This design comes from an exercise in tuning for small area, a short achievable clock period and few clock cycles per item on the open sky130 flow, not from production work. Function was checked by simulation only, so behaviour that the tests miss may differ from the original.

===== design/flow/run.sh =====
#!/bin/bash
# synth_recipe.tcl (not shown) runs the flow's synth.tcl, then flattens the netlist and writes it again
# the make line also repeats each setting of config.mk as NAME=value (left out here)
make -C /OpenROAD-flow-scripts/flow DESIGN_CONFIG=/design/flow/config.mk WORK_HOME=/design/flow/orfs CLKGATE_MAP_FILE= SYNTH_SCRIPT=/design/flow/synth_recipe.tcl finish

===== design/flow/config.mk =====
export PLATFORM = sky130hd
export DESIGN_NAME = huffTreeTop
export DESIGN_NICKNAME = huffTreeTop
export VERILOG_FILES = /design/flow/design.v
export SDC_FILE = /design/flow/constraint.sdc
export NUM_CORES = 4
export LEC_CHECK = 0
export CAP_MARGIN = 20
export CORE_MARGIN = 2
export CORE_UTILIZATION = 40
export SLEW_MARGIN = 20

===== design/flow/constraint.sdc =====
create_clock -name core_clock -period 35.0 [get_ports {Clk_in}]
set_input_delay 7.0000 -clock core_clock [delete_from_list [all_inputs] [get_ports {Clk_in}]]
set_output_delay 7.0000 -clock core_clock [all_outputs]
set_load 0.01 [all_outputs]

===== design/flow/design.v =====
package huffPkg;
    localparam int WeightW    = 9;                      
    localparam int IdxW       = 5;
    localparam int EntryW     = 3 * IdxW;               
    localparam int NumLeaves  = 10;
    localparam int NumNodes   = 18;
    localparam int NumEntries = NumNodes - NumLeaves;   
    localparam int EntryIdxW  = $clog2(NumEntries);
    typedef logic [WeightW-1:0] weight_t;
    typedef logic [IdxW-1:0]    nodeIdx_t;
    typedef logic [EntryW-1:0]  treeEntry_t;
    localparam weight_t TotalWeight = weight_t'(256);
    localparam weight_t NoneWeight = weight_t'(256);
    localparam nodeIdx_t NoNode = nodeIdx_t'(31);
    typedef enum logic [2:0]
    {
        Idle,
        Load,
        PickFirst,
        PickSecond,
        Merge,
        Done
    } ctrlState_t;
endpackage
`timescale 1ns/1ps
module nodeWeightStore
(
    input  logic                                       Clk_in,
    input  logic                                       n_Rst,
    input  huffPkg::weight_t [huffPkg::NumLeaves-1:0]  LeafWeights,
    input  logic                                       Load,
    input  logic                                       MarkUsed,    
    input  huffPkg::nodeIdx_t                          MinIdx,
    input  logic                                       WrEn,
    input  huffPkg::nodeIdx_t                          WrIdx,
    input  huffPkg::weight_t                           WrWeight,
    output huffPkg::weight_t [huffPkg::NumNodes-1:0]   Weights
);
    huffPkg::weight_t             nodeWeight [huffPkg::NumNodes];
    logic [huffPkg::NumNodes-1:0] nodeUsed;
    always_ff @(posedge Clk_in or negedge n_Rst)
    begin
        if (!n_Rst)
        begin
            nodeUsed <= '1;                     
        end
        else if (Load)
        begin
            nodeUsed <= {{(huffPkg::NumNodes - huffPkg::NumLeaves){1'b1}},
                         {huffPkg::NumLeaves{1'b0}}};
        end
        else
        begin
            if (MarkUsed)
            begin
                nodeUsed[MinIdx] <= 1'b1;
            end
            if (WrEn)
            begin
                nodeUsed[WrIdx] <= 1'b0;        
            end
        end
    end
    always_ff @(posedge Clk_in)
    begin
        if (Load)
        begin
            for (int i = 0; i < huffPkg::NumLeaves; i++)
            begin
                nodeWeight[i] <= LeafWeights[i];
            end
        end
        else if (WrEn)
        begin
            nodeWeight[WrIdx] <= WrWeight;
        end
    end
    always_comb
    begin
        for (int i = 0; i < huffPkg::NumNodes; i++)
        begin
            Weights[i] = nodeUsed[i] ? huffPkg::NoneWeight : nodeWeight[i];
        end
    end
endmodule
`timescale 1ns/1ps
module minFinder
(
    input  huffPkg::weight_t [huffPkg::NumNodes-1:0]  Weights,
    output huffPkg::nodeIdx_t                         MinIdx,
    output huffPkg::weight_t                          MinWeight
);
    huffPkg::weight_t  bestWeight;
    huffPkg::nodeIdx_t bestIdx;
    always_comb
    begin
        bestWeight = huffPkg::NoneWeight;
        bestIdx    = huffPkg::NoNode;       
        for (int i = 0; i < huffPkg::NumNodes; i++)
        begin
            if (Weights[i] < bestWeight)
            begin
                bestWeight = Weights[i];
                bestIdx    = huffPkg::nodeIdx_t'(i);
            end
        end
    end
    assign MinWeight = bestWeight;
    assign MinIdx    = bestIdx;
endmodule
`timescale 1ns/1ps
module mergeController
(
    input  logic                                           Clk_in,
    input  logic                                           n_Rst,
    input  huffPkg::nodeIdx_t                              MinIdx,
    input  huffPkg::weight_t                               MinWeight,
    output logic                                           Load,
    output logic                                           MarkUsed,
    output logic                                           WrEn,
    output huffPkg::nodeIdx_t                              WrIdx,
    output huffPkg::weight_t                               WrWeight,
    input  logic                                           Req,
    output logic                                           Ack,
    output huffPkg::treeEntry_t [huffPkg::NumEntries-1:0]  TreeTable,
    output huffPkg::nodeIdx_t                              RootRight,
    output huffPkg::nodeIdx_t                              RootLeft
);
    huffPkg::ctrlState_t state;
    huffPkg::nodeIdx_t parentIdx;           
    huffPkg::nodeIdx_t firstIdx;
    huffPkg::nodeIdx_t secondIdx;
    huffPkg::weight_t  firstWeight;
    huffPkg::weight_t  secondWeight;
    huffPkg::weight_t  mergeSum;
    huffPkg::nodeIdx_t entryOffset;
    logic [huffPkg::EntryIdxW-1:0] entryIdx;
    logic              isParent;
    assign mergeSum    = firstWeight + secondWeight;
    assign isParent    = (mergeSum < huffPkg::TotalWeight);
    assign entryOffset = parentIdx - huffPkg::nodeIdx_t'(huffPkg::NumLeaves);
    assign entryIdx    = entryOffset[huffPkg::EntryIdxW-1:0];
    assign Load     = (state == huffPkg::Load);
    assign MarkUsed = (state == huffPkg::PickFirst) || (state == huffPkg::PickSecond);
    assign WrEn     = (state == huffPkg::Merge) && isParent;
    assign WrIdx    = parentIdx;
    assign WrWeight = mergeSum;
    always_ff @(posedge Clk_in or negedge n_Rst)
    begin
        if (!n_Rst)
        begin
            state     <= huffPkg::Idle;
            Ack       <= 1'b0;
            TreeTable <= '0;
            RootRight <= '0;
            RootLeft  <= '0;
            parentIdx <= huffPkg::nodeIdx_t'(huffPkg::NumLeaves);
        end
        else
        begin
            case (state)
                huffPkg::Idle:
                begin
                    if (Req)
                    begin
                        state <= huffPkg::Load;
                    end
                end
                huffPkg::Load:
                begin
                    TreeTable <= '0;
                    RootRight <= '0;
                    RootLeft  <= '0;
                    parentIdx <= huffPkg::nodeIdx_t'(huffPkg::NumLeaves);
                    state     <= huffPkg::PickFirst;
                end
                huffPkg::PickFirst:  state <= huffPkg::PickSecond;
                huffPkg::PickSecond: state <= huffPkg::Merge;
                huffPkg::Merge:
                begin
                    if (isParent)
                    begin
                        TreeTable[entryIdx] <= huffPkg::treeEntry_t'({parentIdx, secondIdx, firstIdx});
                        parentIdx           <= parentIdx + huffPkg::nodeIdx_t'(1);
                        state               <= huffPkg::PickFirst;
                    end
                    else
                    begin
                        RootRight <= firstIdx;      
                        RootLeft  <= secondIdx;
                        Ack       <= 1'b1;
                        state     <= huffPkg::Done;
                    end
                end
                huffPkg::Done:
                begin
                    if (!Req)
                    begin
                        Ack   <= 1'b0;
                        state <= huffPkg::Idle;
                    end
                end
                default: state <= huffPkg::Idle;
            endcase
        end
    end
    always_ff @(posedge Clk_in)
    begin
        if (state == huffPkg::PickFirst)
        begin
            firstIdx    <= MinIdx;
            firstWeight <= MinWeight;
        end
        else if (state == huffPkg::PickSecond)
        begin
            secondIdx    <= MinIdx;
            secondWeight <= MinWeight;
        end
    end
endmodule
`timescale 1ns/1ps
module huffTreeTop
(
    input  logic                                           Clk_in,
    input  logic                                           n_Rst,
    input  logic                                           Req,
    output logic                                           Ack,
    input  huffPkg::weight_t [huffPkg::NumLeaves-1:0]      LeafWeights,
    output huffPkg::treeEntry_t [huffPkg::NumEntries-1:0]  TreeTable,
    output huffPkg::nodeIdx_t                              RootRight,
    output huffPkg::nodeIdx_t                              RootLeft
);
    huffPkg::weight_t [huffPkg::NumNodes-1:0] weights;
    huffPkg::nodeIdx_t                        minIdx;
    huffPkg::weight_t                         minWeight;
    logic                                     load;
    logic                                     markUsed;
    logic                                     wrEn;
    huffPkg::nodeIdx_t                        wrIdx;
    huffPkg::weight_t                         wrWeight;
    nodeWeightStore store_i
    (
        .Clk_in      (Clk_in),
        .n_Rst       (n_Rst),
        .LeafWeights (LeafWeights),
        .Load        (load),
        .MarkUsed    (markUsed),
        .MinIdx      (minIdx),
        .WrEn        (wrEn),
        .WrIdx       (wrIdx),
        .WrWeight    (wrWeight),
        .Weights     (weights)
    );
    minFinder finder_i
    (
        .Weights   (weights),
        .MinIdx    (minIdx),
        .MinWeight (minWeight)
    );
    mergeController ctrl_i
    (
        .Clk_in    (Clk_in),
        .n_Rst     (n_Rst),
        .MinIdx    (minIdx),
        .MinWeight (minWeight),
        .Load      (load),
        .MarkUsed  (markUsed),
        .WrEn      (wrEn),
        .WrIdx     (wrIdx),
        .WrWeight  (wrWeight),
        .Req       (Req),
        .Ack       (Ack),
        .TreeTable (TreeTable),
        .RootRight (RootRight),
        .RootLeft  (RootLeft)
    );
endmodule

==> results_dict.tcl <==
set metrics [dict create \
    multi_input_area_sq_um 11400 \
    ant_nets 0 \
    period_share 0.942 \
    syn-cell-area_sq_um 21300 \
    hold_viol_final 0 \
    dieArea_sq_um 55200 \
    final-seq-area_sq_um 9660 \
    cp_max_fo 11 \
    maxCapViolations 0 \
    r2r_slack_ns 2.02 \
    drive_above_1_share 0.155 \
    synth_top_cell_by_area "edfxtp_1" \
    tightestPinTransition_ns 1.09 \
    worstRegToRegCells 172 \
    syn_avg_cell_area_sq_um 10.1 \
    fin_util 0.502 \
    min_from "ctrl_i.TreeTable[104]" \
    hp-class "flip-flop to flip-flop" \
    path_delay_family "compound AO/OA/AOI/OAI gates" \
    cpMaxStageDelayCell "or4_4" \
    crit_top_cell "ha_1" \
    yosysMostFrequentCell "nand2_1" \
    ys_ff_latch 347 \
    synth.area.top_cells "edfxtp_1, dfrtp_1, ha_1" \
    area_growth_pct 23.9 \
    wl_per_cell_um 22.9 \
    whs_ns 0.478 \
    hold_buffers 0 \
    max_freq_mhz 30.3 \
    grt_overflow 0 \
    place_inst 2951 \
    crit_type "flip-flop to flip-flop" \
    yosys_warnings 3 \
    clk_pin_slew_worst_paths_ns 0.06 \
    ios 224 \
    worstReg2RegEnd "store_i.nodeUsed[1]" \
    rows 84 \
    track_usage 0.248 \
    cp.required_ns 35.48 \
    via_per_inst 5.79 \
    h-tree-depth 2 \
    holdPathEnd "ctrl_i.TreeTable[104]" \
    nFillCells 4775 \
    worstReg2RegStart "store_i.nodeWeight[0][8]" \
    clk_latency_ns 0.58 \
    cp-end-kind "flip-flop" \
    setup_violations 0 \
    grt_pass1_wl_um 107000 \
    synth-async-reset-ratio 0.452 \
    first_pass_iters 6 \
    port_buffers 223 \
    antenna_found_initial 2 \
    hold_path_depth 2 \
    die_h_um 235 \
    instances_no_fill 3072 \
    cts_made_buffers 39 \
    synth_top_area_share 0.267 \
    cts_buffer_depth 3 \
    critPathLaunchType "flip-flop" \
    gp_congestion 0.954 \
    initial_core_util 0.405 \
    drv_slew 0 \
    cpPeakStageDelay_ns 0.57 \
    ys_seq_area_frac 0.453 \
    chipWidth_um 235 \
    crit_buf_inv 15 \
    cts_root_buffer "clkbuf_16" \
    placeableCoreArea_sq_um 52700 \
    grt_pass1_vias 17800 \
    netlist-cell-type-count 115 \
    synth_edf_count 190 \
    synth_ff_type "edfxtp_1" \
    netlist_instances 2109 \
    ys_top_cells_by_count "nand2_1, edfxtp_1, o21ai_0" \
    cts_tree "done" \
    drtIter0Drc 1453 \
    grt_max_degree 91 \
    fin_nets 2587 \
    via_count 17800 \
    status "complete, no violations" \
    finalWirelength_um 70500 \
    syn_nets 2344 \
    hpwl_um 50600 \
    slew-limit-headroom 0.270 \
    clock-sinks 347 \
    drc_errors 0 \
    cp.arrival_ns 33.47 \
    finClkSkew_ns 0.0172 \
    fin_crit_ns 32.98 \
]
[tightest hold or removal path, delay by kind of cell, from the launching register on]
family          cells  cell delay [ns]
compound gates      1             0.06
simple gates        1             0.04
flops               1             0.34
[logic make-up after synthesis]
group | Yosys count | synth area share
and+or+nand+nor | 741 | 0.179
AOI/OAI and AO/OA | 608 | 0.201
DFF | 347 | 0.453
buffers and inverters | 172 | 0.0339
adders and majority gates | 143 | 0.0841
muxes | 84 | 0.0435
xor gates and xnor gates | 14 | 0.00575
[per-layer routing]
layer	routed length (um)	part of all wire	vias to the layer above	track usage
met2	33200	0.47	631	0.403
met5	0	0	-	0
met4	2230	0.032	0	0.0901
met3	4720	0.067	138	0.0512
met1	30300	0.43	8747	0.326
li1	-	-	8272	-
[layout by cell type (no fill, tap or decap), types with 12 or more instances in the layout]
cell | Yosys | layout
a211oi_1 | 21 | 17
a21o_1 | 35 | 35
a21oi_1 | 139 | 120
a21oi_2 | 1 | 20
a22o_1 | 78 | 78
a31oi_1 | 15 | 14
a32o_1 | 28 | 28
and2_1 | 22 | 22
and3_1 | 21 | 21
buf_4 | 4 | 84
clkbuf_16 | 0 | 39
clkdlybuf4s50_1 | 0 | 222
dfrtp_1 | 137 | 137
dfstp_2 | 20 | 20
edfxtp_1 | 190 | 190
ha_1 | 141 | 141
inv_1 | 57 | 57
mux2_2 | 45 | 45
mux2i_1 | 30 | 24
nand2_1 | 218 | 215
nand2b_1 | 59 | 58
nand3_1 | 40 | 39
nor2_1 | 138 | 135
nor2b_1 | 129 | 129
nor3_1 | 19 | 18
o211ai_1 | 15 | 16
o21ai_0 | 146 | 132
o21ai_2 | 3 | 12
or2_2 | 20 | 19
[state kept, by name, summed over array words and instances (netlist names), 5 cells and up]
register,flops
ctrl_i.firstIdx,5
ctrl_i.parentIdx,5
store_i.nodeUsed,18
ctrl_i.secondIdx,5
ctrl_i.firstWeight,9
store_i.nodeWeight,162
ctrl_i.secondWeight,9
ctrl_i.RootLeft,5
ctrl_i.RootRight,5
ctrl_i.TreeTable,120
[through the flow]
stage / TNS (ns) / instance area [sq um] / setup slack, ns
global placement: -0.361 / 24300 / -0.0857
floorplan: 0 / 21300 / 0.364
finish: 0 / 26400 / 2.02
detailed placement: -12.64 / 24300 / -0.916
CTS: 0 / 25800 / 0.00338
global route: -3.12 / 26400 / -0.296
[area by class of cell]
class | count | share of cell area
Timing Repair Buffer | 315 | 0.113
Sequential cell | 347 | 0.366
Clock inverter | 21 | 0.0107
Inverter | 57 | 0.00810
Tap cell | 688 | 0.0326
Multi-Input combinational cell | 1592 | 0.430
Antenna cell | 2 | 0.000189
Clock buffer | 50 | 0.0408
[worst max path at each step]
stage | from | endpoint | cells after the start
after floorplan | store_i.nodeWeight[0][8] | store_i.nodeUsed[10] | 191
after global placement | store_i.nodeWeight[0][8] | store_i.nodeUsed[12] | 166
after detailed placement | store_i.nodeWeight[0][8] | store_i.nodeUsed[11] | 167
after CTS | store_i.nodeWeight[0][8] | store_i.nodeUsed[11] | 166
after global routing | store_i.nodeUsed[1] | store_i.nodeUsed[12] | 177
final | store_i.nodeWeight[0][8] | store_i.nodeUsed[1] | 172
[repair_timing]
| action | 4_1_cts | 5_1_grt |
|---|---|---|
| gates cloned | 1 | 2 |
| pin swaps | 4 | 23 |
| buffers inserted | 9 | 36 |
| endpoints found under the setup margin | 18 | 46 |
| resized for setup | 10 | 76 |
Testbench counts, summed over its fixed seeds: cycles 71,992, trees 2,400.

## what the ideal ports hide
In the flow no input, the clock included, has a driving cell. The finished layout below was timed again as built, in two steps.
Step 1: set_driving_cell puts a clkbuf_16 on Clk_in and a buf_2 on each other input, an assumption about the parent block.
Step 2, shift: input delay + t, output delay - t, t = (earliest + latest rising clock arrival at the registers) / 2. This alone moves slack from input paths to output paths.
Three values: no drivers, after step 1, after step 2; two values: the first two.
t, ns: 0.637
slack for setup (ns): 2.019 / 2.019 / 2.019
worst setup path at the end: register to register
slew at the worst register clock pin (ns): 0.07 / 0.07
worst slew at a driven data input, ns: 0.08
After both steps setup and hold are still met in this run. For this run, drivers alone change the setup slack by 0.000 ns; drivers and shift together by 0.000 ns.
